Source: an optimization exercise on an open RTL-to-GDS flow (aim: small area). Production flows keep margins and buffers that such runs may drop. In this exercise RTL edits were held to simulation tests only and were not proved equivalent to the original.

==> design.v <==
`timescale 1ns/10ps
`default_nettype none
module voiceMixer
(
	input logic [15:0] A,
	input logic [4:0] one,
	input logic [4:0] two,
	input logic [4:0] neg,
	input logic [32:0] ag,
	output logic [32:0] sum
);
	wire pp0_0 = ((one[0] & A[0]) | (two[0] & 1'b0)) ^ neg[0];
	wire pp0_1 = ((one[0] & A[1]) | (two[0] & A[0])) ^ neg[0];
	wire pp0_2 = ((one[0] & A[2]) | (two[0] & A[1])) ^ neg[0];
	wire pp0_3 = ((one[0] & A[3]) | (two[0] & A[2])) ^ neg[0];
	wire pp0_4 = ((one[0] & A[4]) | (two[0] & A[3])) ^ neg[0];
	wire pp0_5 = ((one[0] & A[5]) | (two[0] & A[4])) ^ neg[0];
	wire pp0_6 = ((one[0] & A[6]) | (two[0] & A[5])) ^ neg[0];
	wire pp0_7 = ((one[0] & A[7]) | (two[0] & A[6])) ^ neg[0];
	wire pp0_8 = ((one[0] & A[8]) | (two[0] & A[7])) ^ neg[0];
	wire pp0_9 = ((one[0] & A[9]) | (two[0] & A[8])) ^ neg[0];
	wire pp0_10 = ((one[0] & A[10]) | (two[0] & A[9])) ^ neg[0];
	wire pp0_11 = ((one[0] & A[11]) | (two[0] & A[10])) ^ neg[0];
	wire pp0_12 = ((one[0] & A[12]) | (two[0] & A[11])) ^ neg[0];
	wire pp0_13 = ((one[0] & A[13]) | (two[0] & A[12])) ^ neg[0];
	wire pp0_14 = ((one[0] & A[14]) | (two[0] & A[13])) ^ neg[0];
	wire pp0_15 = ((one[0] & A[15]) | (two[0] & A[14])) ^ neg[0];
	wire pp0_16 = ((one[0] & 1'b0) | (two[0] & A[15])) ^ neg[0];
	wire ns0 = ~neg[0];
	wire pp1_0 = ((one[1] & A[0]) | (two[1] & 1'b0)) ^ neg[1];
	wire pp1_1 = ((one[1] & A[1]) | (two[1] & A[0])) ^ neg[1];
	wire pp1_2 = ((one[1] & A[2]) | (two[1] & A[1])) ^ neg[1];
	wire pp1_3 = ((one[1] & A[3]) | (two[1] & A[2])) ^ neg[1];
	wire pp1_4 = ((one[1] & A[4]) | (two[1] & A[3])) ^ neg[1];
	wire pp1_5 = ((one[1] & A[5]) | (two[1] & A[4])) ^ neg[1];
	wire pp1_6 = ((one[1] & A[6]) | (two[1] & A[5])) ^ neg[1];
	wire pp1_7 = ((one[1] & A[7]) | (two[1] & A[6])) ^ neg[1];
	wire pp1_8 = ((one[1] & A[8]) | (two[1] & A[7])) ^ neg[1];
	wire pp1_9 = ((one[1] & A[9]) | (two[1] & A[8])) ^ neg[1];
	wire pp1_10 = ((one[1] & A[10]) | (two[1] & A[9])) ^ neg[1];
	wire pp1_11 = ((one[1] & A[11]) | (two[1] & A[10])) ^ neg[1];
	wire pp1_12 = ((one[1] & A[12]) | (two[1] & A[11])) ^ neg[1];
	wire pp1_13 = ((one[1] & A[13]) | (two[1] & A[12])) ^ neg[1];
	wire pp1_14 = ((one[1] & A[14]) | (two[1] & A[13])) ^ neg[1];
	wire pp1_15 = ((one[1] & A[15]) | (two[1] & A[14])) ^ neg[1];
	wire pp1_16 = ((one[1] & 1'b0) | (two[1] & A[15])) ^ neg[1];
	wire ns1 = ~neg[1];
	wire pp2_0 = ((one[2] & A[0]) | (two[2] & 1'b0)) ^ neg[2];
	wire pp2_1 = ((one[2] & A[1]) | (two[2] & A[0])) ^ neg[2];
	wire pp2_2 = ((one[2] & A[2]) | (two[2] & A[1])) ^ neg[2];
	wire pp2_3 = ((one[2] & A[3]) | (two[2] & A[2])) ^ neg[2];
	wire pp2_4 = ((one[2] & A[4]) | (two[2] & A[3])) ^ neg[2];
	wire pp2_5 = ((one[2] & A[5]) | (two[2] & A[4])) ^ neg[2];
	wire pp2_6 = ((one[2] & A[6]) | (two[2] & A[5])) ^ neg[2];
	wire pp2_7 = ((one[2] & A[7]) | (two[2] & A[6])) ^ neg[2];
	wire pp2_8 = ((one[2] & A[8]) | (two[2] & A[7])) ^ neg[2];
	wire pp2_9 = ((one[2] & A[9]) | (two[2] & A[8])) ^ neg[2];
	wire pp2_10 = ((one[2] & A[10]) | (two[2] & A[9])) ^ neg[2];
	wire pp2_11 = ((one[2] & A[11]) | (two[2] & A[10])) ^ neg[2];
	wire pp2_12 = ((one[2] & A[12]) | (two[2] & A[11])) ^ neg[2];
	wire pp2_13 = ((one[2] & A[13]) | (two[2] & A[12])) ^ neg[2];
	wire pp2_14 = ((one[2] & A[14]) | (two[2] & A[13])) ^ neg[2];
	wire pp2_15 = ((one[2] & A[15]) | (two[2] & A[14])) ^ neg[2];
	wire pp2_16 = ((one[2] & 1'b0) | (two[2] & A[15])) ^ neg[2];
	wire ns2 = ~neg[2];
	wire pp3_0 = ((one[3] & A[0]) | (two[3] & 1'b0)) ^ neg[3];
	wire pp3_1 = ((one[3] & A[1]) | (two[3] & A[0])) ^ neg[3];
	wire pp3_2 = ((one[3] & A[2]) | (two[3] & A[1])) ^ neg[3];
	wire pp3_3 = ((one[3] & A[3]) | (two[3] & A[2])) ^ neg[3];
	wire pp3_4 = ((one[3] & A[4]) | (two[3] & A[3])) ^ neg[3];
	wire pp3_5 = ((one[3] & A[5]) | (two[3] & A[4])) ^ neg[3];
	wire pp3_6 = ((one[3] & A[6]) | (two[3] & A[5])) ^ neg[3];
	wire pp3_7 = ((one[3] & A[7]) | (two[3] & A[6])) ^ neg[3];
	wire pp3_8 = ((one[3] & A[8]) | (two[3] & A[7])) ^ neg[3];
	wire pp3_9 = ((one[3] & A[9]) | (two[3] & A[8])) ^ neg[3];
	wire pp3_10 = ((one[3] & A[10]) | (two[3] & A[9])) ^ neg[3];
	wire pp3_11 = ((one[3] & A[11]) | (two[3] & A[10])) ^ neg[3];
	wire pp3_12 = ((one[3] & A[12]) | (two[3] & A[11])) ^ neg[3];
	wire pp3_13 = ((one[3] & A[13]) | (two[3] & A[12])) ^ neg[3];
	wire pp3_14 = ((one[3] & A[14]) | (two[3] & A[13])) ^ neg[3];
	wire pp3_15 = ((one[3] & A[15]) | (two[3] & A[14])) ^ neg[3];
	wire pp3_16 = ((one[3] & 1'b0) | (two[3] & A[15])) ^ neg[3];
	wire ns3 = ~neg[3];
	wire pp4_0 = ((one[4] & A[0]) | (two[4] & 1'b0)) ^ neg[4];
	wire pp4_1 = ((one[4] & A[1]) | (two[4] & A[0])) ^ neg[4];
	wire pp4_2 = ((one[4] & A[2]) | (two[4] & A[1])) ^ neg[4];
	wire pp4_3 = ((one[4] & A[3]) | (two[4] & A[2])) ^ neg[4];
	wire pp4_4 = ((one[4] & A[4]) | (two[4] & A[3])) ^ neg[4];
	wire pp4_5 = ((one[4] & A[5]) | (two[4] & A[4])) ^ neg[4];
	wire pp4_6 = ((one[4] & A[6]) | (two[4] & A[5])) ^ neg[4];
	wire pp4_7 = ((one[4] & A[7]) | (two[4] & A[6])) ^ neg[4];
	wire pp4_8 = ((one[4] & A[8]) | (two[4] & A[7])) ^ neg[4];
	wire pp4_9 = ((one[4] & A[9]) | (two[4] & A[8])) ^ neg[4];
	wire pp4_10 = ((one[4] & A[10]) | (two[4] & A[9])) ^ neg[4];
	wire pp4_11 = ((one[4] & A[11]) | (two[4] & A[10])) ^ neg[4];
	wire pp4_12 = ((one[4] & A[12]) | (two[4] & A[11])) ^ neg[4];
	wire pp4_13 = ((one[4] & A[13]) | (two[4] & A[12])) ^ neg[4];
	wire pp4_14 = ((one[4] & A[14]) | (two[4] & A[13])) ^ neg[4];
	wire pp4_15 = ((one[4] & A[15]) | (two[4] & A[14])) ^ neg[4];
	wire pp4_16 = ((one[4] & 1'b0) | (two[4] & A[15])) ^ neg[4];
	wire ns4 = ~neg[4];
	wire s1 = ag[0] ^ neg[0] ^ pp0_0;
	wire c2 = (ag[0] & neg[0]) | (ag[0] & pp0_0) | (neg[0] & pp0_0);
	wire s3 = ag[1] ^ pp0_1 ^ c2;
	wire c4 = (ag[1] & pp0_1) | (ag[1] & c2) | (pp0_1 & c2);
	wire s5 = ag[2] ^ pp0_2 ^ c4;
	wire c6 = (ag[2] & pp0_2) | (ag[2] & c4) | (pp0_2 & c4);
	wire s7 = ag[3] ^ pp0_3 ^ c6;
	wire c8 = (ag[3] & pp0_3) | (ag[3] & c6) | (pp0_3 & c6);
	wire s9 = ag[4] ^ pp0_4 ^ c8;
	wire c10 = (ag[4] & pp0_4) | (ag[4] & c8) | (pp0_4 & c8);
	wire s11 = ag[5] ^ pp0_5 ^ c10;
	wire c12 = (ag[5] & pp0_5) | (ag[5] & c10) | (pp0_5 & c10);
	wire s13 = ag[6] ^ pp0_6 ^ c12;
	wire c14 = (ag[6] & pp0_6) | (ag[6] & c12) | (pp0_6 & c12);
	wire s15 = ag[7] ^ pp0_7 ^ c14;
	wire c16 = (ag[7] & pp0_7) | (ag[7] & c14) | (pp0_7 & c14);
	wire s17 = ag[8] ^ neg[1] ^ pp0_8;
	wire c18 = (ag[8] & neg[1]) | (ag[8] & pp0_8) | (neg[1] & pp0_8);
	wire s19 = pp1_0 ^ s17 ^ c16;
	wire c20 = (pp1_0 & s17) | (pp1_0 & c16) | (s17 & c16);
	wire s21 = ag[9] ^ pp0_9 ^ pp1_1;
	wire c22 = (ag[9] & pp0_9) | (ag[9] & pp1_1) | (pp0_9 & pp1_1);
	wire s23 = c18 ^ s21 ^ c20;
	wire c24 = (c18 & s21) | (c18 & c20) | (s21 & c20);
	wire s25 = ag[10] ^ neg[2] ^ pp0_10;
	wire c26 = (ag[10] & neg[2]) | (ag[10] & pp0_10) | (neg[2] & pp0_10);
	wire s27 = pp1_2 ^ pp2_0 ^ c22;
	wire c28 = (pp1_2 & pp2_0) | (pp1_2 & c22) | (pp2_0 & c22);
	wire s29 = s25 ^ s27 ^ c24;
	wire c30 = (s25 & s27) | (s25 & c24) | (s27 & c24);
	wire s31 = ag[11] ^ pp0_11 ^ pp1_3;
	wire c32 = (ag[11] & pp0_11) | (ag[11] & pp1_3) | (pp0_11 & pp1_3);
	wire s33 = pp2_1 ^ c26 ^ s31;
	wire c34 = (pp2_1 & c26) | (pp2_1 & s31) | (c26 & s31);
	wire s35 = c28 ^ s33 ^ c30;
	wire c36 = (c28 & s33) | (c28 & c30) | (s33 & c30);
	wire s37 = ag[12] ^ neg[3] ^ pp0_12;
	wire c38 = (ag[12] & neg[3]) | (ag[12] & pp0_12) | (neg[3] & pp0_12);
	wire s39 = pp1_4 ^ pp2_2 ^ pp3_0;
	wire c40 = (pp1_4 & pp2_2) | (pp1_4 & pp3_0) | (pp2_2 & pp3_0);
	wire s41 = c32 ^ s37 ^ s39;
	wire c42 = (c32 & s37) | (c32 & s39) | (s37 & s39);
	wire s43 = c34 ^ s41 ^ c36;
	wire c44 = (c34 & s41) | (c34 & c36) | (s41 & c36);
	wire s45 = ag[13] ^ pp0_13 ^ pp1_5;
	wire c46 = (ag[13] & pp0_13) | (ag[13] & pp1_5) | (pp0_13 & pp1_5);
	wire s47 = pp2_3 ^ pp3_1 ^ c38;
	wire c48 = (pp2_3 & pp3_1) | (pp2_3 & c38) | (pp3_1 & c38);
	wire s49 = c40 ^ s45 ^ c42;
	wire c50 = (c40 & s45) | (c40 & c42) | (s45 & c42);
	wire s51 = s47 ^ s49 ^ c44;
	wire c52 = (s47 & s49) | (s47 & c44) | (s49 & c44);
	wire s53 = ag[14] ^ neg[4] ^ pp0_14;
	wire c54 = (ag[14] & neg[4]) | (ag[14] & pp0_14) | (neg[4] & pp0_14);
	wire s55 = pp1_6 ^ pp2_4 ^ pp3_2;
	wire c56 = (pp1_6 & pp2_4) | (pp1_6 & pp3_2) | (pp2_4 & pp3_2);
	wire s57 = pp4_0 ^ c46 ^ s53;
	wire c58 = (pp4_0 & c46) | (pp4_0 & s53) | (c46 & s53);
	wire s59 = s55 ^ c48 ^ s57;
	wire c60 = (s55 & c48) | (s55 & s57) | (c48 & s57);
	wire s61 = c50 ^ s59 ^ c52;
	wire c62 = (c50 & s59) | (c50 & c52) | (s59 & c52);
	wire s63 = ag[15] ^ pp0_15 ^ pp1_7;
	wire c64 = (ag[15] & pp0_15) | (ag[15] & pp1_7) | (pp0_15 & pp1_7);
	wire s65 = pp2_5 ^ pp3_3 ^ pp4_1;
	wire c66 = (pp2_5 & pp3_3) | (pp2_5 & pp4_1) | (pp3_3 & pp4_1);
	wire s67 = c54 ^ c56 ^ s63;
	wire c68 = (c54 & c56) | (c54 & s63) | (c56 & s63);
	wire s69 = s65 ^ c58 ^ s67;
	wire c70 = (s65 & c58) | (s65 & s67) | (c58 & s67);
	wire s71 = c60 ^ s69 ^ c62;
	wire c72 = (c60 & s69) | (c60 & c62) | (s69 & c62);
	wire s73 = ag[16] ^ pp0_16 ^ pp1_8;
	wire c74 = (ag[16] & pp0_16) | (ag[16] & pp1_8) | (pp0_16 & pp1_8);
	wire s75 = pp2_6 ^ pp3_4 ^ pp4_2;
	wire c76 = (pp2_6 & pp3_4) | (pp2_6 & pp4_2) | (pp3_4 & pp4_2);
	wire s77 = c64 ^ c66 ^ s73;
	wire c78 = (c64 & c66) | (c64 & s73) | (c66 & s73);
	wire s79 = s75 ^ c68 ^ s77;
	wire c80 = (s75 & c68) | (s75 & s77) | (c68 & s77);
	wire s81 = c70 ^ s79 ^ c72;
	wire c82 = (c70 & s79) | (c70 & c72) | (s79 & c72);
	wire s83 = ag[17] ^ ns0 ^ pp1_9;
	wire c84 = (ag[17] & ns0) | (ag[17] & pp1_9) | (ns0 & pp1_9);
	wire s85 = pp2_7 ^ pp3_5 ^ pp4_3;
	wire c86 = (pp2_7 & pp3_5) | (pp2_7 & pp4_3) | (pp3_5 & pp4_3);
	wire s87 = c74 ^ c76 ^ s83;
	wire c88 = (c74 & c76) | (c74 & s83) | (c76 & s83);
	wire s89 = s85 ^ c78 ^ s87;
	wire c90 = (s85 & c78) | (s85 & s87) | (c78 & s87);
	wire s91 = ag[18] ^ pp1_10 ^ pp2_8;
	wire c92 = (ag[18] & pp1_10) | (ag[18] & pp2_8) | (pp1_10 & pp2_8);
	wire s93 = pp3_6 ^ pp4_4 ^ c84;
	wire c94 = (pp3_6 & pp4_4) | (pp3_6 & c84) | (pp4_4 & c84);
	wire s95 = c86 ^ s91 ^ c88;
	wire c96 = (c86 & s91) | (c86 & c88) | (s91 & c88);
	wire s97 = s93 ^ c90 ^ s95;
	wire c98 = (s93 & c90) | (s93 & s95) | (c90 & s95);
	wire s99 = ag[19] ^ pp1_11 ^ pp2_9;
	wire c100 = (ag[19] & pp1_11) | (ag[19] & pp2_9) | (pp1_11 & pp2_9);
	wire s101 = pp3_7 ^ pp4_5 ^ c92;
	wire c102 = (pp3_7 & pp4_5) | (pp3_7 & c92) | (pp4_5 & c92);
	wire s103 = s99 ^ c94 ^ s101;
	wire c104 = (s99 & c94) | (s99 & s101) | (c94 & s101);
	wire s105 = c96 ^ s103;
	wire c106 = c96 & s103;
	wire s107 = ag[20] ^ pp1_12 ^ pp2_10;
	wire c108 = (ag[20] & pp1_12) | (ag[20] & pp2_10) | (pp1_12 & pp2_10);
	wire s109 = pp3_8 ^ pp4_6 ^ c100;
	wire c110 = (pp3_8 & pp4_6) | (pp3_8 & c100) | (pp4_6 & c100);
	wire s111 = s107 ^ c102 ^ s109;
	wire c112 = (s107 & c102) | (s107 & s109) | (c102 & s109);
	wire s113 = c104 ^ s111;
	wire c114 = c104 & s111;
	wire s115 = ag[21] ^ pp1_13 ^ pp2_11;
	wire c116 = (ag[21] & pp1_13) | (ag[21] & pp2_11) | (pp1_13 & pp2_11);
	wire s117 = pp3_9 ^ pp4_7 ^ c108;
	wire c118 = (pp3_9 & pp4_7) | (pp3_9 & c108) | (pp4_7 & c108);
	wire s119 = s115 ^ c110 ^ s117;
	wire c120 = (s115 & c110) | (s115 & s117) | (c110 & s117);
	wire s121 = c112 ^ s119;
	wire c122 = c112 & s119;
	wire s123 = ag[22] ^ pp1_14 ^ pp2_12;
	wire c124 = (ag[22] & pp1_14) | (ag[22] & pp2_12) | (pp1_14 & pp2_12);
	wire s125 = pp3_10 ^ pp4_8 ^ c116;
	wire c126 = (pp3_10 & pp4_8) | (pp3_10 & c116) | (pp4_8 & c116);
	wire s127 = s123 ^ c118 ^ s125;
	wire c128 = (s123 & c118) | (s123 & s125) | (c118 & s125);
	wire s129 = c120 ^ s127;
	wire c130 = c120 & s127;
	wire s131 = ag[23] ^ pp1_15 ^ pp2_13;
	wire c132 = (ag[23] & pp1_15) | (ag[23] & pp2_13) | (pp1_15 & pp2_13);
	wire s133 = pp3_11 ^ pp4_9 ^ c124;
	wire c134 = (pp3_11 & pp4_9) | (pp3_11 & c124) | (pp4_9 & c124);
	wire s135 = s131 ^ c126 ^ s133;
	wire c136 = (s131 & c126) | (s131 & s133) | (c126 & s133);
	wire s137 = c128 ^ s135;
	wire c138 = c128 & s135;
	wire s139 = ag[24] ^ pp1_16 ^ pp2_14;
	wire c140 = (ag[24] & pp1_16) | (ag[24] & pp2_14) | (pp1_16 & pp2_14);
	wire s141 = pp3_12 ^ pp4_10 ^ c132;
	wire c142 = (pp3_12 & pp4_10) | (pp3_12 & c132) | (pp4_10 & c132);
	wire s143 = s139 ^ c134 ^ s141;
	wire c144 = (s139 & c134) | (s139 & s141) | (c134 & s141);
	wire s145 = c136 ^ s143;
	wire c146 = c136 & s143;
	wire s147 = ag[25] ^ ns1 ^ pp2_15;
	wire c148 = (ag[25] & ns1) | (ag[25] & pp2_15) | (ns1 & pp2_15);
	wire s149 = pp3_13 ^ pp4_11 ^ c140;
	wire c150 = (pp3_13 & pp4_11) | (pp3_13 & c140) | (pp4_11 & c140);
	wire s151 = s147 ^ c142 ^ s149;
	wire c152 = (s147 & c142) | (s147 & s149) | (c142 & s149);
	wire s153 = c144 ^ s151;
	wire c154 = c144 & s151;
	wire s155 = ag[26] ^ pp2_16 ^ pp3_14;
	wire c156 = (ag[26] & pp2_16) | (ag[26] & pp3_14) | (pp2_16 & pp3_14);
	wire s157 = pp4_12 ^ c148 ^ s155;
	wire c158 = (pp4_12 & c148) | (pp4_12 & s155) | (c148 & s155);
	wire s159 = c150 ^ s157 ^ c152;
	wire c160 = (c150 & s157) | (c150 & c152) | (s157 & c152);
	wire s161 = ag[27] ^ ns2 ^ pp3_15;
	wire c162 = (ag[27] & ns2) | (ag[27] & pp3_15) | (ns2 & pp3_15);
	wire s163 = pp4_13 ^ c156 ^ s161;
	wire c164 = (pp4_13 & c156) | (pp4_13 & s161) | (c156 & s161);
	wire s165 = c158 ^ s163;
	wire c166 = c158 & s163;
	wire s167 = ag[28] ^ pp3_16 ^ pp4_14;
	wire c168 = (ag[28] & pp3_16) | (ag[28] & pp4_14) | (pp3_16 & pp4_14);
	wire s169 = c162 ^ s167 ^ c164;
	wire c170 = (c162 & s167) | (c162 & c164) | (s167 & c164);
	wire s171 = ag[29] ^ ns3 ^ pp4_15;
	wire c172 = (ag[29] & ns3) | (ag[29] & pp4_15) | (ns3 & pp4_15);
	wire s173 = c168 ^ s171;
	wire c174 = c168 & s171;
	wire s175 = ag[30] ^ pp4_16 ^ c172;
	wire c176 = (ag[30] & pp4_16) | (ag[30] & c172) | (pp4_16 & c172);
	wire s177 = ag[31] ^ ns4;
	wire c178 = ag[31] & ns4;
	wire s179 = c80 ^ s89;
	wire c180 = c80 & s89;
	wire s181 = s97 ^ c180;
	wire c182 = s97 & c180;
	wire s183 = c98 ^ s105 ^ c182;
	wire c184 = (c98 & s105) | (c98 & c182) | (s105 & c182);
	wire s185 = c106 ^ s113 ^ c184;
	wire c186 = (c106 & s113) | (c106 & c184) | (s113 & c184);
	wire s187 = c114 ^ s121 ^ c186;
	wire c188 = (c114 & s121) | (c114 & c186) | (s121 & c186);
	wire s189 = c122 ^ s129 ^ c188;
	wire c190 = (c122 & s129) | (c122 & c188) | (s129 & c188);
	wire s191 = c130 ^ s137 ^ c190;
	wire c192 = (c130 & s137) | (c130 & c190) | (s137 & c190);
	wire s193 = c138 ^ s145 ^ c192;
	wire c194 = (c138 & s145) | (c138 & c192) | (s145 & c192);
	wire is195 = s179 ^ (c82);
	wire ip196 = s179;
	wire is197 = s181 ^ (c82 & ip196);
	wire ip198 = ip196 & s181;
	wire is199 = s183 ^ (c82 & ip198);
	wire ip200 = ip198 & s183;
	wire is201 = s185 ^ (c82 & ip200);
	wire ip202 = ip200 & s185;
	wire is203 = s187 ^ (c82 & ip202);
	wire ip204 = ip202 & s187;
	wire is205 = s189 ^ (c82 & ip204);
	wire ip206 = ip204 & s189;
	wire is207 = s191 ^ (c82 & ip206);
	wire ip208 = ip206 & s191;
	wire is209 = s193 ^ (c82 & ip208);
	wire ip210 = ip208 & s193;
	wire ic211 = c194 | (c82 & ip210);
	wire s212 = c146 ^ s153;
	wire c213 = c146 & s153;
	wire s214 = c154 ^ s159 ^ c213;
	wire c215 = (c154 & s159) | (c154 & c213) | (s159 & c213);
	wire s216 = c160 ^ s165 ^ c215;
	wire c217 = (c160 & s165) | (c160 & c215) | (s165 & c215);
	wire s218 = c166 ^ s169 ^ c217;
	wire c219 = (c166 & s169) | (c166 & c217) | (s169 & c217);
	wire s220 = c170 ^ s173 ^ c219;
	wire c221 = (c170 & s173) | (c170 & c219) | (s173 & c219);
	wire s222 = c174 ^ s175 ^ c221;
	wire c223 = (c174 & s175) | (c174 & c221) | (s175 & c221);
	wire s224 = c176 ^ s177 ^ c223;
	wire c225 = (c176 & s177) | (c176 & c223) | (s177 & c223);
	wire s226 = ag[32] ^ c178 ^ c225;
	wire c227 = (ag[32] & c178) | (ag[32] & c225) | (c178 & c225);
	wire is228 = s212 ^ (ic211);
	wire ip229 = s212;
	wire is230 = s214 ^ (ic211 & ip229);
	wire ip231 = ip229 & s214;
	wire is232 = s216 ^ (ic211 & ip231);
	wire ip233 = ip231 & s216;
	wire is234 = s218 ^ (ic211 & ip233);
	wire ip235 = ip233 & s218;
	wire is236 = s220 ^ (ic211 & ip235);
	wire ip237 = ip235 & s220;
	wire is238 = s222 ^ (ic211 & ip237);
	wire ip239 = ip237 & s222;
	wire is240 = s224 ^ (ic211 & ip239);
	wire ip241 = ip239 & s224;
	wire is242 = s226 ^ (ic211 & ip241);
	wire ip243 = ip241 & s226;
	wire ic244 = c227 | (ic211 & ip243);
	assign sum = {is242, is240, is238, is236, is234, is232, is230, is228, is209, is207, is205, is203, is201, is199, is197, is195, s81, s71, s61, s51, s43, s35, s29, s23, s19, s15, s13, s11, s9, s7, s5, s3, s1};
endmodule
`default_nettype wire
`timescale 1ns/10ps
`default_nettype none
module synthCore
(
	input logic MAX10_CLK2_50,
	input logic rstN,
	input logic sampleTick,
	input logic [25:0] cfg,
	output logic signed [15:0] sampleOut,
	output logic sampleValid
);
	logic [3:0][3:0] notes;
	logic [3:0][1:0] waves;
	logic [15:0] amp;
	logic rtV;
	logic [1:0] rtIdx;
	logic [3:0][7:0] ph;
	logic [2:0] st;
	logic [7:0] sp;
	logic [1:0] sw;
	logic lastF;
	logic [32:0] acc;
	wire wrV = cfg[25] & ~cfg[24];
	wire wrA = cfg[25] & cfg[24];
	always_ff @(posedge MAX10_CLK2_50 or negedge rstN) begin
		if (!rstN) begin
			notes <= '0;
			waves <= '0;
			amp <= '0;
			rtV <= 1'b0;
		end else begin
			rtV <= wrV;
			if (wrV) begin
				notes[cfg[23:22]] <= cfg[21:18];
				waves[cfg[23:22]] <= cfg[17:16];
			end
			if (wrA) amp <= cfg[15:0];
		end
	end
	always_ff @(posedge MAX10_CLK2_50) rtIdx <= cfg[23:22];
	wire [1:0] vi = st[1:0];
	wire enV = st[2];
	wire [1:0] tIdx = st[1:0] - 2'd1;
	wire tV = (st[2] & (st[1:0] != 2'd0)) | (st == 3'b000);
	wire [1:0] rot = tV ? tIdx : 2'd0;
	logic pzT;
	wire [7:0] phSel = ph[0];
	wire [7:0] phNext = (pzT | (rtV && rtIdx == tIdx)) ? 8'd0 : (phSel + {4'b0, notes[tIdx]} + 8'd1);
	wire [1:0] zSlot = rtIdx - rot - {1'b0, tV};
	wire zEn = rtV && !(enV && rtIdx == vi);
	always_ff @(posedge MAX10_CLK2_50 or negedge rstN) begin
		if (!rstN) begin
			ph <= '0;
		end else begin
			for (int k = 0; k < 4; k++) begin
				if (zEn && zSlot == 2'(k)) ph[k] <= '0;
				else if (tV) ph[k] <= (k == 3) ? phNext : ph[(k + 1) % 4];
			end
		end
	end
	always_ff @(posedge MAX10_CLK2_50) begin
		pzT <= rtV && rtIdx == vi;
		sp <= phSel;
		sw <= waves[tIdx];
	end
	logic [7:0] x;
	logic sn;
	logic [4:0] one, two, neg;
	wire isSq = (sw == 2'd2);
	wire isTri = (sw == 2'd3);
	always_comb begin
		case (sw)
			2'd1: begin x = {~sp[7], sp[6:0]}; sn = 1'b0; end
			2'd2: begin x = 8'h80; sn = ~sp[7]; end
			2'd3: begin x = {~sp[6], sp[5:0], 1'b0}; sn = sp[7]; end
			default: begin x = 8'h00; sn = 1'b0; end
		endcase
		one[0] = isSq;
		two[0] = isTri & sp[7];
		neg[0] = (isSq & ~sp[7]) | (isTri & sp[7]);
		for (int i = 0; i < 4; i++) begin
			logic b2, b1, b0;
			b2 = x[2*i+1];
			b1 = x[2*i];
			b0 = (i == 0) ? 1'b0 : x[2*i-1];
			one[i+1] = b1 ^ b0;
			two[i+1] = (b2 & ~b1 & ~b0) | (~b2 & b1 & b0);
			neg[i+1] = b2 ^ sn;
		end
	end
	wire [32:0] sum;
	localparam logic [32:0] frameBias = 33'h157f80000;
	wire first = (st == 3'b110);
	wire [32:0] ag = first ? frameBias : acc;
	voiceMixer mac (
		.A(amp),
		.one(one),
		.two(two),
		.neg(neg),
		.ag(ag),
		.sum(sum)
	);
	always_ff @(posedge MAX10_CLK2_50) acc <= sum;
	always_ff @(posedge MAX10_CLK2_50 or negedge rstN) begin
		if (!rstN) begin
			st <= 3'b001;
			lastF <= 1'b0;
			sampleValid <= 1'b0;
			sampleOut <= '0;
		end else begin
			if (st[2]) st <= {~&st[1:0], st[1:0] + 2'd1};
			else st <= sampleTick ? 3'b100 : 3'b001;
			lastF <= (st == 3'b000);
			sampleValid <= lastF;
			if (lastF) sampleOut <= sum[32:17];
		end
	end
endmodule
`default_nettype wire
==> config.mk <==
export PLATFORM = sky130hd
export DESIGN_NAME = synthCore
export DESIGN_NICKNAME = synthCore
export VERILOG_FILES = /design/flow/design.v
export SDC_FILE = /design/flow/constraint.sdc
export NUM_CORES = 4
export LEC_CHECK = 0
export CAP_MARGIN = 20
export CORE_MARGIN = 2
export CORE_UTILIZATION = 60
export CTS_BUF_LIST = sky130_fd_sc_hd__clkbuf_8
export SLEW_MARGIN = 20
export BUFFER_PORTS_ARGS = -buffer_cell sky130_fd_sc_hd__buf_1
export CTS_ARGS = -sink_clustering_enable -repair_clock_nets -dont_use_dummy_load -buf_list {sky130_fd_sc_hd__clkbuf_4 sky130_fd_sc_hd__clkbuf_8}
==> flow/run.sh <==
#!/bin/bash
# The standard layout (standard.sh) with these changes:
# - synthesis: the standard flow's synthesis script, except that the final ABC mapping
#   uses flow/abc_area.script (area-oriented amap mapping, no upsizing) instead of
#   ORFS's speed script; registers are not touched;
# - after synthesis, fapol.py picks each full adder's polarity (a full adder
#   is self-dual) so the netlist needs fewer inverters, and turns half adders
#   with one output in use into plain gates;
# - the port buffers are the smallest buffer cell;
# - clock tree synthesis inserts no dummy loads.
# Each tool's output goes to a log file here: synth.log, fapol.log, flow.log.
set -euo pipefail
W=$(pwd)
cat >> config.mk <<'EOC'
export BUFFER_PORTS_ARGS = -buffer_cell sky130_fd_sc_hd__buf_1
export CTS_ARGS = -sink_clustering_enable -repair_clock_nets -dont_use_dummy_load -buf_list {sky130_fd_sc_hd__clkbuf_4 sky130_fd_sc_hd__clkbuf_8}
EOC
{
  head -n 1 synth_recipe.tcl
  echo "proc abc {args} { set i [lsearch \$args -script]; if {\$i >= 0} { lset args [expr {\$i + 1}] $W/flow/abc_area.script }; yosys abc {*}\$args }"
  tail -n +2 synth_recipe.tcl
} > own_synth.tcl
sed "s#$W/synth_recipe.tcl#$W/own_synth.tcl#" standard.sh > own_standard.sh
grep -q own_synth.tcl own_standard.sh
bash own_standard.sh synth > synth.log 2>&1
R=orfs/results/sky130hd/synthCore/base
cp $R/1_2_yosys.v $R/1_2_yosys.orig.v
python3 flow/fapol.py $R/1_2_yosys.orig.v $R/1_2_yosys.v > fapol.log 2>&1
rm -f $R/1_synth.odb
bash own_standard.sh finish > flow.log 2>&1
==> flow/abc_area.script <==
strash
dch
amap
topo
==> standard.sh <==
#!/bin/bash
# synth_recipe.tcl (not shown) runs the flow's synth.tcl, then flattens the netlist and writes it again
# the make line also repeats each setting of config.mk as NAME=value (left out here)
make -C /OpenROAD-flow-scripts/flow DESIGN_CONFIG=/design/flow/config.mk WORK_HOME=/design/flow/orfs CLKGATE_MAP_FILE= SYNTH_SCRIPT=/design/flow/synth_recipe.tcl "${@:-finish}"
==> flow/fapol.py <==
#!/usr/bin/env python3
"""Choose the polarity of each full-adder cell in a mapped netlist to need as
few inverters as possible. A full adder is self-dual: FA(~a,~b,~c) gives ~sum
and ~carry, so a cell can take the complements of its inputs and give the
complements of its outputs. Inverter cells are dissolved into polarities,
the polarities chosen, and one inverter is put back for each net that some
load needs in the other polarity.

usage: fapol.py IN.v OUT.v
"""
import os
import re
import sys

src = open(sys.argv[1]).read()
m = re.search(r'^module\s+(\w+)\((.*?)\);\n', src, re.M | re.S)
head_end = m.end()
body_start = head_end
# split declarations and cells
cell_re = re.compile(r'  (sky130_fd_sc_hd__\w+)\s+(\S+)\s*\(\n(.*?)\n  \);\n', re.S)
pin_re = re.compile(r'\.(\w+)\((.*?)\)(?:,)?\s*$', re.M)
decls = []
cells = []
pos = head_end
rest = src[head_end:]
end_idx = rest.rindex('endmodule')
rest_body = rest[:end_idx]
i = 0
for mm in cell_re.finditer(rest_body):
    pre = rest_body[i:mm.start()]
    if pre.strip():
        decls.append(pre)
    pins = [(p, n.strip()) for p, n in pin_re.findall(mm.group(3))]
    cells.append([mm.group(1), mm.group(2), pins])
    i = mm.end()
tail = rest_body[i:]
assert not re.search(r'\bassign\b', rest_body), "assign statements not handled"
assert tail.strip() == '', tail[:200]

OUTPINS = {'X', 'Y', 'Q', 'Q_N', 'SUM', 'COUT', 'HI', 'LO'}

# half adders with one output in use become a plain xor2 or and2, whose input
# polarities are free (xor2/xnor2, and2/and2b/nor2)
_used = {}
for t, n, pins in cells:
    for p, net in pins:
        if p not in OUTPINS:
            _used[net] = _used.get(net, 0) + 1
for mm in re.finditer(r'^\s*output\s+(?:\[(\d+):(\d+)\]\s+)?(\w+);', src, re.M):
    if mm.group(1):
        for b in range(min(int(mm.group(1)), int(mm.group(2))), max(int(mm.group(1)), int(mm.group(2))) + 1):
            _used[f"{mm.group(3)}[{b}]"] = 1
    else:
        _used[mm.group(3)] = 1
_keep = []
nconv = 0
for c in cells:
    t, n, pins = c
    if re.fullmatch(r'sky130_fd_sc_hd__ha_\d+', t):
        d = dict(pins)
        su, co = _used.get(d.get('SUM'), 0), _used.get(d.get('COUT'), 0)
        if su and not co:
            c[0] = 'sky130_fd_sc_hd__xor2_1'
            c[2] = [('A', d['A']), ('B', d['B']), ('X', d['SUM'])]
            nconv += 1
        elif co and not su:
            c[0] = 'sky130_fd_sc_hd__and2_1'
            c[2] = [('A', d['A']), ('B', d['B']), ('X', d['COUT'])]
            nconv += 1
        elif not su and not co:
            nconv += 1
            continue
    _keep.append(c)
cells = _keep


def is_inv(t):
    return re.fullmatch(r'sky130_fd_sc_hd__(inv|clkinv)_\d+', t) is not None


def is_x(t):
    return re.fullmatch(r'sky130_fd_sc_hd__x(n?)or2_\d+', t) is not None


def toggle_x(t):
    return t.replace('xnor2', 'XOR2').replace('xor2', 'xnor2').replace('XOR2', 'xor2')


def is_and(t):
    return t == 'sky130_fd_sc_hd__and2_1' and not os.environ.get('FAPOL_NOAND')


def is_fa(t):
    return re.fullmatch(r'sky130_fd_sc_hd__fa_\d+', t) is not None


ports_out = set()
for mm in re.finditer(r'^\s*output\s+(?:\[(\d+):(\d+)\]\s+)?(\w+);', src, re.M):
    if mm.group(1):
        hi, lo = int(mm.group(1)), int(mm.group(2))
        for b in range(min(hi, lo), max(hi, lo) + 1):
            ports_out.add(f"{mm.group(3)}[{b}]")
    else:
        ports_out.add(mm.group(3))

driver = {}
for ci, (t, n, pins) in enumerate(cells):
    for p, net in pins:
        if p in OUTPINS:
            driver[net] = (ci, p)

# literal of a net: (base net, parity)
memo = {}


def lit(net):
    if net in memo:
        return memo[net]
    d = driver.get(net)
    if d is not None and is_inv(cells[d[0]][0]) and net not in ports_out:
        a = dict(cells[d[0]][2])['A']
        b, p = lit(a)
        r = (b, p ^ 1)
    else:
        r = (net, 0)
    memo[net] = r
    return r


fas = [ci for ci, c in enumerate(cells) if is_fa(c[0])]
fa_of_out = {}
for ci in fas:
    for p, net in cells[ci][2]:
        if p in ('SUM', 'COUT'):
            fa_of_out[net] = ci

# demands: list of (consumer cell or None for port, pin, base, parity)
demands = []
for ci, (t, n, pins) in enumerate(cells):
    if is_inv(t) and dict(pins)['Y'] not in ports_out:
        continue  # dissolved
    for p, net in pins:
        if p in OUTPINS:
            continue
        b, par = lit(net)
        demands.append((ci, p, b, par))
for net in ports_out:
    b, par = lit(net)
    if (b, par) != (net, 0):
        demands.append((None, net, b, par))

flip = {ci: 0 for ci in fas}
by_base = {}
for k, (ci, p, b, par) in enumerate(demands):
    by_base.setdefault(b, []).append(k)
fa_in_demands = {ci: [] for ci in fas}
for k, (ci, p, b, par) in enumerate(demands):
    if ci in flip:
        fa_in_demands[ci].append(k)


def phys(b):
    ci = fa_of_out.get(b)
    return flip[ci] if ci is not None else 0


def need(k):
    ci, p, b, par = demands[k]
    return par ^ (flip[ci] if ci in flip else 0)


import os
NOX = os.environ.get('FAPOL_NOX')
if NOX:
    is_x = lambda t: False
free = set(k for k, (ci, p, b, par) in enumerate(demands) if ci is not None and (is_x(cells[ci][0]) or is_and(cells[ci][0])))


def base_cost(b):
    ph = phys(b)
    return 1 if any(need(k) != ph for k in by_base.get(b, []) if k not in free) else 0


def fa_cost(ci):
    bs = set(demands[k][2] for k in fa_in_demands[ci])
    for p, net in cells[ci][2]:
        if p in ('SUM', 'COUT'):
            bs.add(net)
    return bs


def total():
    return sum(base_cost(b) for b in by_base)


before = total()
changed = True
rounds = 0
while changed and rounds < (0 if os.environ.get('FAPOL_NOFLIP') else 50):
    changed = False
    rounds += 1
    for ci in fas:
        bs = fa_cost(ci)
        c0 = sum(base_cost(b) for b in bs)
        flip[ci] ^= 1
        c1 = sum(base_cost(b) for b in bs)
        if c1 < c0:
            changed = True
        else:
            flip[ci] ^= 1
import random
rng = random.Random(1)
best = total()
best_flip = dict(flip)
cur = best
T = 1.0
for it in range(20000 if not os.environ.get('FAPOL_NOFLIP') else 0):
    ci = rng.choice(fas)
    bs = fa_cost(ci)
    c0 = sum(base_cost(b) for b in bs)
    flip[ci] ^= 1
    c1 = sum(base_cost(b) for b in bs)
    d = c1 - c0
    if d <= 0 or rng.random() < pow(2.718, -d / T):
        cur += d
        if cur < best:
            best = cur
            best_flip = dict(flip)
    else:
        flip[ci] ^= 1
    T = max(0.05, T * 0.9997)
flip.update(best_flip)
after = total()
print(f"fapol: {nconv} half adders made plain, {len(fas)} full adders, {sum(flip.values())} flipped, inverted nets {before} -> {after}", file=sys.stderr)

# rebuild
cnt = [0]


def fresh(tag):
    cnt[0] += 1
    return f"_fapol_{tag}{cnt[0]}_"


newwires = []
newcells = []
P = {}
N = {}


def pnet(b):
    if b not in P:
        if phys(b):
            # the flipped adder drives ~b; b itself through an inverter
            P[b] = b
        else:
            P[b] = b
    return P[b]


flipped_out = {}
for ci in fas:
    if flip[ci]:
        for p, net in cells[ci][2]:
            if p in ('SUM', 'COUT'):
                nn = fresh('n')
                newwires.append(nn)
                flipped_out[net] = nn


def get(b, want):
    """Physical net that carries b ^ want."""
    ph = phys(b)
    if ph:
        if want == 1:
            return flipped_out[b]
        key = (b, 0)
        if key not in N:
            N[key] = b
            newcells.append(('sky130_fd_sc_hd__inv_1', fresh('i'), [('A', flipped_out[b]), ('Y', b)]))
        return N[key]
    if want == 0:
        return b
    key = (b, 1)
    if key not in N:
        nn = fresh('n')
        newwires.append(nn)
        newcells.append(('sky130_fd_sc_hd__inv_1', fresh('i'), [('A', b), ('Y', nn)]))
        N[key] = nn
    return N[key]


out_cells = []
for ci, (t, n, pins) in enumerate(cells):
    if is_inv(t) and dict(pins)['Y'] not in ports_out:
        continue
    np = []
    andpol = []
    for p, net in pins:
        if p in OUTPINS:
            if ci in flip and flip[ci] and p in ('SUM', 'COUT'):
                np.append((p, flipped_out[net]))
            else:
                np.append((p, net))
        elif is_and(t):
            b, par = lit(net)
            have = phys(b)
            np.append((p, flipped_out[b] if have else b))
            andpol.append(have != par)
        elif is_x(t):
            b, par = lit(net)
            have = phys(b)
            np.append((p, flipped_out[b] if have else b))
            if have != par:
                t = toggle_x(t)
        else:
            b, par = lit(net)
            want = par ^ (flip[ci] if ci in flip else 0)
            np.append((p, get(b, want)))
    if is_and(t):
        (pa, na), (pb, nb2) = [(q, x) for q, x in np if q in ('A', 'B')]
        out = [x for q, x in np if q == 'X'][0]
        ia, ib = andpol
        if not ia and not ib:
            t, np = 'sky130_fd_sc_hd__and2_1', [('A', na), ('B', nb2), ('X', out)]
        elif ia and ib:
            t, np = 'sky130_fd_sc_hd__nor2_1', [('A', na), ('B', nb2), ('Y', out)]
        elif ia:
            t, np = 'sky130_fd_sc_hd__and2b_1', [('A_N', na), ('B', nb2), ('X', out)]
        else:
            t, np = 'sky130_fd_sc_hd__and2b_1', [('A_N', nb2), ('B', na), ('X', out)]
    if is_x(t):
        op = 'Y' if 'xnor2' in t else 'X'
        np = [((op if q in ('X', 'Y') else q), net) for q, net in np]
    out_cells.append((t, n, np))
for net in ports_out:
    b, par = lit(net)
    if (b, par) != (net, 0):
        # port driven through an inverter chain: keep one inverter
        out_cells.append(('sky130_fd_sc_hd__inv_1', fresh('i'), [('A', get(b, par ^ 1)), ('Y', net)]))
out_cells += newcells


def fmt(t, n, pins):
    ps = ",\n".join(f"    .{p}({net}{' ' if net.startswith(chr(92)) else ''})" for p, net in pins)
    return f"  {t} {n} (\n{ps}\n  );\n"


with open(sys.argv[2], 'w') as f:
    f.write(src[:head_end])
    f.write("".join(decls))
    for w in newwires:
        f.write(f"  wire {w};\n")
    for c in out_cells:
        f.write(fmt(*c))
    f.write("endmodule\n")
==> constraint.sdc <==
create_clock -name core_clock -period 10.0 [get_ports {MAX10_CLK2_50}]
set_input_delay 2.0000 -clock core_clock [delete_from_list [all_inputs] [get_ports {MAX10_CLK2_50}]]
set_output_delay 2.0000 -clock core_clock [all_outputs]
set_load 0.01 [all_outputs]
==> impl_metrics.toml, run 1 <==
[status]
status = "timing/DRC/antenna clean"

[job]
cap_violations = 0

[finish]
drive_gt1_share_pct = 3.293
final_cell_mix = "inv_1 (176), o22ai_1 (123), nor2_1 (119), dfrtp_1 (93), fa_1 (91)"
area_growth_pct = 8.262
fin_nets = 1209
final_common_cell = "inv_1"
antenna_cells = 0
fin_cells = 1247

[clock_tree]
numCtsBuffers = 17
cts_root_buf = "clkbuf_8"
clk_path_buf_depth = 2
post_cts_resized = 0
cts_tree = "built"
postCtsSetupBuffers = 0
numClockSinks = 140
path_clk_slew_ps = 90
hold_buffers = 0
worstSkewPairLatency_ps = 460
h-tree-depth = 4

[grt]
grt_overflow = 0
grt_antenna_before_repair = 0
gr-usage-all-layers_pct = 29.05
grt_pass1_vias = 7254
grt_pass1_wl_um = 36420
grt_max_degree = 65

[hold_path]
hp-class = "reg2reg"
hold_start = "ph[0]$_DFFE_PN0P_"
hold-path-endpoint = "sp[0]$_DFF_P_"
holdPathStages = 0

[critical_path]
endpoint_kind = "flip-flop"
max_stage_delay_ps = 740
reg2reg_from = "sw[0]$_DFF_P_"
arrival_ps = 9510
startpoint = "sw[0]$_DFF_P_"
r2r_cells = 35
startpoint_type = "flip-flop"
cp.required_ps = 10320
slowest_stage = "or2_0"
crit_fanout = 23
ff2ff_setup_slack_ps = 800
r2r-end = "sampleOut[15]$_DFFE_PN0P_"
path_common_cell = "fa_1"
path_class = "reg2reg"

[yosys]
yosysWarnings = 1
syn_area_per_cell_um2 = 9.154
synthesis.area_um2 = 9071
syn_nets = 1135
synthCells = 991

[sta]
fin_worst_skew_ps = 32.03
hold_viol = 0
totalNegativeSetupSlack_ps = 0
period_minus_slack_ps = 9198
max_clock_freq_mhz = 108.7
worstMarginPinSlew_ps = 1146
period_share_pct = 91.98
finalSetupViolCount = 0
rsz0062_at_grt = "false"
max_slew_margin_pct = 23.58
slew_violations = 0

[floorplan]
initial_utilization_pct = 61.94
ios = 46
chipHeight_um = 127.0
core-area_um2 = 14640
die_area_um2 = 16120
rows = 44
fp.dieW_um = 127.0

[route]
dr.pass1.iters = 7
wl_per_cell_um = 17.33
initialDrtViolationCount = 536
detail-route-antenna-nets = 0
routed_wl_um = 21610
vias = 7324
routed_via_density = 5.873
drc_errors = 0

[place]
gp_congestion = 0.8535
place_inst = 1230
place_hpwl_um = 15530
port_buffers = 45
==> worst max path at each step <==
stage               slack (ps)                         to
global route               140  sampleOut[15]$_DFFE_PN0P_
global placement          1240  sampleOut[10]$_DFFE_PN0P_
CTS                        900  sampleOut[15]$_DFFE_PN0P_
floorplan                 1080  sampleOut[10]$_DFFE_PN0P_
finish                     800  sampleOut[15]$_DFFE_PN0P_
detailed placement        1020  sampleOut[15]$_DFFE_PN0P_
==> critical path, delay by kind of cell, from the launching register on <==
kind / cells / cell delay [ps]
simple gates: 9 / 1910
flops: 1 / 400
buf+inv: 6 / 1140
fa+ha+maj: 16 / 5100
compound gates: 4 / 510
==> sequential cells by signal, summed over array words and instances, names as in the netlist <==
register     flops
acc             33
amp             16
lastF            1
notes           16
ph              32
pzT              1
rtIdx            2
rtV              1
sampleOut       16
sampleValid      1
sp               8
st               3
sw               2
waves            8
==> metrics by stage <==
stage	setup WS (ps)	util [%]	instance area (um2)	hold WS (ps)
detailed placement	1022	65.45	9584	381.8
global placement	1237	65.40	9577	352.7
finish	802.2	67.06	9821	403.8
global route	139.8	67.06	9821	412.7
CTS	903.4	67.05	9818	397.0
floorplan	1079	-	9071	347.2
==> cell type report <==
class	instances	area, um2
Timing Repair Buffer	55	247.7
Clock buffer	17	234.0
Inverter	176	660.6
Tap cell	184	230.2
Multi-Input combinational cell	675	5174
Sequential cell	140	3274
Fill cell	1259	4823
==> metal layers <==
layer  GRT usage [%]  up-vias  wire length [um]
met5               0        -                 0
li1                -     3550                 -
met2           48.58      237             10640
met1           38.95     3491              9283
met4           8.920        0               449
met3           5.483       46              1237
==> run 2: changes to the inputs <==
--- a/design.v
+++ b/design.v
@@ -364,7 +364,6 @@
 	logic [1:0] rtIdx;
 	logic [3:0][7:0] ph;
 	logic [2:0] st;
-	logic [7:0] sp;
 	logic [1:0] sw;
 	logic lastF;
 	logic [32:0] acc;
@@ -390,25 +389,27 @@
 	wire enV = st[2];
 	wire [1:0] tIdx = st[1:0] - 2'd1;
 	wire tV = (st[2] & (st[1:0] != 2'd0)) | (st == 3'b000);
-	wire [1:0] rot = tV ? tIdx : 2'd0;
-	logic pzT;
-	wire [7:0] phSel = ph[0];
-	wire [7:0] phNext = (pzT | (rtV && rtIdx == tIdx)) ? 8'd0 : (phSel + {4'b0, notes[tIdx]} + 8'd1);
-	wire [1:0] zSlot = rtIdx - rot - {1'b0, tV};
-	wire zEn = rtV && !(enV && rtIdx == vi);
+	wire [1:0] sIdx = {lastF | ~st[1], lastF | st[0]};
+	wire sV = lastF | (st[2] & st[1]) | (st == 3'b000);
+	wire [1:0] rot = sV ? sIdx : 2'd0;
+	logic pzT, pzS;
+	wire [7:0] sp = ph[0];
+	wire [7:0] phNext = (pzS | (rtV && rtIdx == sIdx)) ? 8'd0 : (sp + {4'b0, notes[sIdx]} + 8'd1);
+	wire [1:0] zSlot = rtIdx - rot - {1'b0, sV};
+	wire zEn = rtV && !(enV && rtIdx == vi) && !(tV && rtIdx == tIdx);
 	always_ff @(posedge MAX10_CLK2_50 or negedge rstN) begin
 		if (!rstN) begin
 			ph <= '0;
 		end else begin
 			for (int k = 0; k < 4; k++) begin
 				if (zEn && zSlot == 2'(k)) ph[k] <= '0;
-				else if (tV) ph[k] <= (k == 3) ? phNext : ph[(k + 1) % 4];
+				else if (sV) ph[k] <= (k == 3) ? phNext : ph[(k + 1) % 4];
 			end
 		end
 	end
 	always_ff @(posedge MAX10_CLK2_50) begin
 		pzT <= rtV && rtIdx == vi;
-		sp <= phSel;
+		pzS <= pzT | (rtV && rtIdx == tIdx);
 		sw <= waves[tIdx];
 	end
 	logic [7:0] x;
==> run 2 against run 1 <==
Net effect:
- highest routed layer unchanged
- still clean
- fmax rose by 1.3%
- via count fell by 0.83%
- first-iteration DRC count rose by 5.0%
- sequential share of layout area fell by 0.96 points
- cell count fell by 0.80%
- critical path depth did not move
- critical endpoint unchanged
- design area fell by 1.4%
- die area fell by 1.4%
- routed wire length fell by 0.52%
==> impl_metrics.toml, run 2 <==
[floorplan]
initial_utilization_pct = 61.52
ios = 46
chipHeight_um = 126.1
rows = 44
core-area_um2 = 14530
fp.dieW_um = 126.1
die_area_um2 = 15890

[yosys]
yosysWarnings = 1
syn_area_per_cell_um2 = 9.114
syn_nets = 1125
synthCells = 981
synthesis.area_um2 = 8941

[clock_tree]
cts_root_buf = "clkbuf_8"
numCtsBuffers = 17
numClockSinks = 133
post_cts_resized = 0
h-tree-depth = 4
cts_tree = "built"
path_clk_slew_ps = 80
clk_path_buf_depth = 2
worstSkewPairLatency_ps = 470
hold_buffers = 0
postCtsSetupBuffers = 0

[sta]
period_minus_slack_ps = 9082
max_clock_freq_mhz = 110.1
max_slew_margin_pct = 23.91
period_share_pct = 90.82
rsz0062_at_grt = "false"
worstMarginPinSlew_ps = 1141
slew_violations = 0
totalNegativeSetupSlack_ps = 0
hold_viol = 0
fin_worst_skew_ps = 40.69
finalSetupViolCount = 0

[hold_path]
hold_start = "pzT$_DFF_P_"
hp-class = "reg2reg"
hold-path-endpoint = "pzS$_DFF_P_"
holdPathStages = 1

[critical_path]
path_class = "reg2reg"
r2r_cells = 35
max_stage_delay_ps = 720
endpoint_kind = "flip-flop"
ff2ff_setup_slack_ps = 920
reg2reg_from = "sw[1]$_DFF_P_"
cp.required_ps = 10330
arrival_ps = 9410
critical-path-top-delay-family = "adder cells"
crit_buf_inv = 7
r2r-end = "sampleOut[15]$_DFFE_PN0P_"
crit_fanout = 33
path_common_cell = "fa_1"
slowest_stage = "or2_0"
startpoint_type = "flip-flop"

[finish]
area_growth_pct = 8.270
final_cell_mix = "inv_1 (164), nor2_1 (130), o22ai_1 (112), dfrtp_1 (93), fa_1 (91)"
final_core_util_pct = 66.61
regMostFlops = "acc"
fin_nets = 1199
drive_gt1_share_pct = 3.229
final_common_cell = "inv_1"
n_fill_cell = 1242
antenna_cells = 0
largest_register_ffs = 33
fin_cells = 1237
top_regs = "acc (33), ph (32)"

[place]
place_inst = 1220
gp_congestion = 0.9092
place_hpwl_um = 15740
port_buffers = 45

[route]
wl_per_cell_um = 17.38
vias = 7263
initialDrtViolationCount = 563
detail-route-antenna-nets = 0
dr.pass1.iters = 5
routed_via_density = 5.871
routed_wl_um = 21500
drc_errors = 0

[grt]
grt_pass1_wl_um = 36280
grt_pass1_vias = 7223
grt_overflow = 0
gr-usage-all-layers_pct = 29.06
grt_max_degree = 68
grt_antenna_before_repair = 0

[status]
status = "timing/DRC/antenna clean"

[job]
cap_violations = 0
-- run 2: layout make-up --
| type | instances | area [um2] | area share [%] |
|---|---|---|---|
| multi-input combinational | 684 | 5219 | 53.91 |
| timing repair buffer | 55 | 247.7 | 2.559 |
| inverter | 164 | 615.6 | 6.359 |
| sequential | 133 | 3134 | 32.38 |
| tap | 184 | 230.2 | 2.378 |
| clock buffer | 17 | 234.0 | 2.417 |
-- run 2: stage by stage --
stage / area (um2) / setup WS (ps) / hold WS, ps
final: 9681 / 917.7 / 415.7
after global routing: 9681 / 151.4 / 427.2
after CTS: 9681 / 974.3 / 419.5
after detailed placement: 9447 / 1022 / 403.8
after global placement: 9447 / 1300 / 405.4
after floorplan: 8941 / 703.3 / 394.9
-- run 2: how the worst max path moves through the flow --
stage | from | to | slack [ps] | cells past startpoint
6_report | sw[1]$_DFF_P_ | sampleOut[15]$_DFFE_PN0P_ | 920 | 35
5_1_grt | sw[1]$_DFF_P_ | sampleOut[15]$_DFFE_PN0P_ | 150 | 35
4_1_cts | sw[1]$_DFF_P_ | sampleOut[15]$_DFFE_PN0P_ | 970 | 35
3_5_place_dp | sw[0]$_DFF_P_ | sampleOut[15]$_DFFE_PN0P_ | 1020 | 34
3_3_place_gp | sw[1]$_DFF_P_ | sampleOut[15]$_DFFE_PN0P_ | 1300 | 35
2_1_floorplan | sw[1]$_DFF_P_ | sampleOut[10]$_DFFE_PN0P_ | 700 | 23
-- run 2: routing by layer --
layer	part of all wire (%)	routed length, um	track usage [%]	up-vias
li1	-	-	-	3542
met1	44	9493	39.21	3438
met3	6.1	1304	5.947	59
met5	0	0	0	-
met4	3.4	741	11.70	0
met2	46	9959	46.52	224
==> run 3: changes to the inputs <==
==> flow/abc_area.script (replaced) <==
strash
dc2
dch
amap
topo
==> run 3 against run 2 <==
Net effect:
- still clean on timing, DRC and antenna
- cell count shrank 0.57%
- non-clock buffer count rose by 5
- worst hold slack better by 16 ps
- worst setup slack better by 2.7 ps
- synthesized cell count is 1.2% lower
- sequential share of layout area rose by 0.092 points
- via count fell by 0.81%
- critical path type unchanged
- critical endpoint unchanged
==> impl_metrics.toml, run 3 <==
[clock_tree]
numClockSinks = 133
path_clk_slew_ps = 70
numCtsBuffers = 17
cts_root_buf = "clkbuf_8"
clk_path_buf_depth = 2
h-tree-depth = 4
cts_tree = "built"
worstSkewPairLatency_ps = 450

[finish]
drive_gt1_share_pct = 3.728
final_cell_area_um2 = 9653
area_growth_pct = 8.723
fin_cells = 1230
antenna_cells = 0
fin_nets = 1192
seqCellArea_um2 = 3134
top_regs = "acc (33), ph (32)"
final_cell_mix = "nor2_1 (150), inv_1 (138), o22ai_1 (105), dfrtp_1 (93), fa_1 (91)"
regMostFlops = "acc"
largest_register_ffs = 33
final_common_cell = "nor2_1"
multi_input_area_um2 = 5251
n_fill_cell = 1247

[floorplan]
fp.dieW_um = 125.6
chipHeight_um = 125.6
core-area_um2 = 14480
rows = 44
ios = 46
initial_utilization_pct = 61.32
die_area_um2 = 15790

[job]
cap_violations = 0

[yosys]
syn_nets = 1113
syn_area_per_cell_um2 = 9.163
synthesis.area_um2 = 8879
synthCells = 969
yosysWarnings = 1

[sta]
slew_violations = 0
hold_viol = 0
finalSetupViolCount = 0
timing.hold.ws_ps = 432.1
rsz0062_at_grt = "false"
period_share_pct = 90.80
max_slew_margin_pct = 38.87
worstMarginPinSlew_ps = 916.9
max_clock_freq_mhz = 110.1
totalNegativeSetupSlack_ps = 0
fin_worst_skew_ps = 28.49
period_minus_slack_ps = 9080

[hold_path]
hold_start = "pzT$_DFF_P_"
hp-class = "reg2reg"

[critical_path]
arrival_ps = 9450
path_common_cell = "fa_1"
startpoint_type = "flip-flop"
max_stage_delay_ps = 480
slowest_stage = "fa_1"
startpoint = "ph[7]$_DFFE_PN0P_"
reg2reg_from = "ph[7]$_DFFE_PN0P_"
crit_fanout = 35
path_class = "reg2reg"
endpoint_kind = "flip-flop"
cp.required_ps = 10370

[route]
dr.pass1.iters = 5
routed_wl_um = 21520
initialDrtViolationCount = 546
drc_errors = 0
vias = 7204
routed_via_density = 5.857
detail-route-antenna-nets = 0
wl_per_cell_um = 17.50

[place]
gp_congestion = 0.8774
placed_cell_area_um2 = 9409
place_inst = 1213
place_hpwl_um = 15660
port_buffers = 45

[grt]
grt_antenna_before_repair = 0
grt_overflow = 0
gr-usage-all-layers_pct = 29.30
grt_pass1_wl_um = 36380
grt_max_degree = 64
grt_pass1_vias = 7158

[status]
status = "timing/DRC/antenna clean"
[run 3: worst paths after layout]
path,depth (start not counted),slack (ps),to
max in group asynchronous,2,7290,amp[13]$_DFFE_PN0P_
min reg2reg,1,430,pzS$_DFF_P_
max reg2reg,32,920,sampleOut[15]$_DFFE_PN0P_
max,32,920,sampleOut[15]$_DFFE_PN0P_
min,1,430,pzS$_DFF_P_
min in group asynchronous,1,1510,ph[20]$_DFFE_PN0P_
[run 3: what timing repair did]
item                                    4_1_cts  5_1_grt
setup buffers                                 0        0
resized for setup                             0        2
hold buffers                                  0        0
endpoints found under the setup margin        0        2
[run 3: area by class of cell]
| class | instances | area share [%] |
|---|---|---|
| clock buffer | 17 | 2.424 |
| timing repair buffer | 60 | 2.955 |
| multi-input combinational | 698 | 54.40 |
| tap | 184 | 2.385 |
| sequential | 133 | 32.47 |
| inverter | 138 | 5.366 |
[run 3: layer usage]
metal  GRT usage [%]  share of wire [%]  up-vias  wire length, um
met4           9.150                2.1        0              445
met2           46.39                 47      212            10100
met3           5.353                5.4       35             1171
met5               0                  0        -                0
li1                -                  -     3518                -
met1           41.71                 46     3439             9808
[run 3: critical path, delay by kind of cell (launching register included)]
kind	cells	cell delay, ps
adders and majority gates	11	4450
buffers and inverters	5	1220
AOI/OAI and AO/OA	6	1330
DFF	1	440
and+or+nand+nor	10	1540
[run 3: per-stage QoR]
stage,util [%],setup WS [ps]
after floorplan,-,858.8
after CTS,66.60,842.7
after global placement,64.98,1078
after global routing,66.67,14.62
final,66.67,920.5
after detailed placement,64.98,852.9
==> run 4: changes to the inputs <==
--- a/flow/run.sh
+++ b/flow/run.sh
@@ -1,7 +1,7 @@
 #!/bin/bash
 # The standard layout (standard.sh) with these changes:
 # - synthesis: the standard flow's synthesis script, except that the final ABC mapping
-#   uses flow/abc_area.script (area-oriented amap mapping, no upsizing) instead of
+#   uses flow/abc_area.script (area-oriented mapping, no upsizing) instead of
 #   ORFS's speed script; registers are not touched;
 # - after synthesis, fapol.py picks each full adder's polarity (a full adder
 #   is self-dual) so the netlist needs fewer inverters, and turns half adders
==> flow/abc_area.script (replaced) <==
strash
dch
map -a
topo
==> run 4 against run 3 <==
Net effect:
- die area rose by 1.9%
- non-clock buffer count is 4 lower
- worst hold slack worse by 3.1 ps
- sequential cell count unchanged
- highest routed layer unchanged
- worst setup slack gained 650 ps
- critical endpoint is now sampleOut[12]$_DFFE_PN0P_
- design area grew 1.4%
- routed wire length fell by 3.9%
- via count fell by 4.3%
- fmax up 7.7%
==> impl_metrics.toml, run 4 <==
[yosys]
synthesis.area_um2 = 9050
yosysWarnings = 1
syn_nets = 1109
synthCells = 965
syn_area_per_cell_um2 = 9.378

[floorplan]
initial_utilization_pct = 61.80
core-area_um2 = 14640
chipHeight_um = 126.8
rows = 44
die_area_um2 = 16080
ios = 46
fp.dieW_um = 126.8

[route]
detail-route-antenna-nets = 0
initialDrtViolationCount = 483
wl_met1_um = 9041
wl_per_cell_um = 16.92
wl_met3_um = 1058
wl_met2_um = 10150
drc_errors = 0
highest_layer = "met4"
routed_wl_um = 20680
dr.pass1.iters = 6
vias = 6894
routed_via_density = 5.642

[critical_path]
max_stage_delay_ps = 730
path_class = "reg2reg"
reg2reg_from = "st[0]$_DFF_PN1_"
startpoint_type = "flip-flop"
endpoint_kind = "flip-flop"
crit_fanout = 24
slowest_stage = "inv_1"
startpoint = "st[0]$_DFF_PN1_"
path_common_cell = "fa_1"
arrival_ps = 8760
cp.required_ps = 10330

[grt]
grt_pass1_vias = 6971
grt_pass1_wl_um = 34710
grt_antenna_before_repair = 0
grt_max_degree = 71
grt_overflow = 0
gr-usage-all-layers_pct = 27.66

[sta]
slew_violations = 0
totalNegativeSetupSlack_ps = 0
fin_worst_skew_ps = 28.40
rsz0062_at_grt = "false"
max_slew_margin_pct = 31.08
finalSetupViolCount = 0
hold_viol = 0
worstMarginPinSlew_ps = 1031
timing.hold.ws_ps = 429.0
period_share_pct = 84.33
max_clock_freq_mhz = 118.6
period_minus_slack_ps = 8433
timing.final.ws_setup_ps = 1567

[finish]
antenna_cells = 0
area_growth_pct = 8.129
fin_nets = 1184
drive_gt1_share_pct = 4.913
final_cell_mix = "inv_1 (149), nor2_1 (108), dfrtp_1 (93), fa_1 (91), o22ai_1 (87)"
largest_register_ffs = 33
top_regs = "acc (33), ph (32)"
regMostFlops = "acc"
final_common_cell = "inv_1"
n_fill_cell = 1277

[place]
port_buffers = 45
gp_congestion = 0.8494
place_ws_ps = 1508
place_hpwl_um = 14990

[clock_tree]
post_cts_resized = 0
numClockSinks = 133
cts_tree = "built"
worstSkewPairLatency_ps = 450
h-tree-depth = 4
postCtsSetupBuffers = 0
clk_path_buf_depth = 2
path_clk_slew_ps = 70
numCtsBuffers = 17
hold_buffers = 0
cts_root_buf = "clkbuf_8"

[status]
status = "timing/DRC/antenna clean"

[hold_path]
hold_start = "pzT$_DFF_P_"
hp-class = "reg2reg"

[job]
cap_violations = 0
-- run 4: path summary, 6_finish.rpt --
| kind | slack [ps] | cells after the start | to |
|---|---|---|---|
| min | 430 | 1 | pzS$_DFF_P_ |
| min in group asynchronous | 1500 | 1 | notes[3]$_DFFE_PN0P_ |
| min reg2reg | 430 | 1 | pzS$_DFF_P_ |
| max reg2reg | 1570 | 32 | sampleOut[12]$_DFFE_PN0P_ |
| max in group asynchronous | 7260 | 2 | waves[4]$_DFFE_PN0P_ |
| max | 1570 | 32 | sampleOut[12]$_DFFE_PN0P_ |
-- run 4: cell type report --
type / count / area (um2) / area share (%)
multi-input cells: 683 / 5373 / 54.90
flip-flops and latches: 133 / 3134 / 32.03
inverters: 149 / 559.3 / 5.715
repair buffers: 56 / 255.2 / 2.608
clock buffers: 17 / 234.0 / 2.391
well taps: 184 / 230.2 / 2.353
-- run 4: stage by stage --
stage / area (um2) / util (%) / std cells
floorplan: 9050 / - / 965
global placement: 9552 / 65.23 / 1205
detailed placement: 9552 / 65.23 / 1205
CTS: 9786 / 66.82 / 1222
global route: 9786 / 66.82 / 1222
finish: 9786 / 66.82 / 1222
-- run 4: per-layer routing --
metal | vias to the layer above | track usage (%)
li1 | 3325 | -
met1 | 3337 | 36.90
met2 | 198 | 45.64
met3 | 34 | 5.272
met4 | 0 | 9.890
met5 | - | 0
-- run 4: critical path: cells and delay by family (launching register included) --
kind | cells | cell delay, ps
AOI/OAI and AO/OA | 1 | 90
adders and majority gates | 16 | 5160
buffers and inverters | 4 | 1050
DFF | 1 | 400
muxes | 1 | 260
and+or+nand+nor | 10 | 1370

re-timing with driven ports:
In the flow no input, the clock included, has a driving cell. The finished layouts below were timed again as built, in two steps.
Step 1 assumes that a clkbuf_16 drives the clock port and a buf_2 every other input.
Step 2 times the ports against the registers' clock, not the clock port: input delays grow and output delays shrink by t, the midpoint of the rising clock arrivals with the driver on.
Slacks: ideal / step 1 / step 2; pairs: ideal / step 1.
run	t, ns	setup WS [ns]	worst setup path at the end	pins driven straight from the clock port
run 1	0.485	0.802 / 0.802 / 0.802	register to register	1
run 2	0.484	0.918 / 0.918 / 0.918	register to register	1
run 3	0.480	0.920 / 0.920 / 0.920	register to register	1
run 4	0.476	1.567 / 1.567 / 1.567	register to register	1
After both steps setup and hold are still met in every run listed.
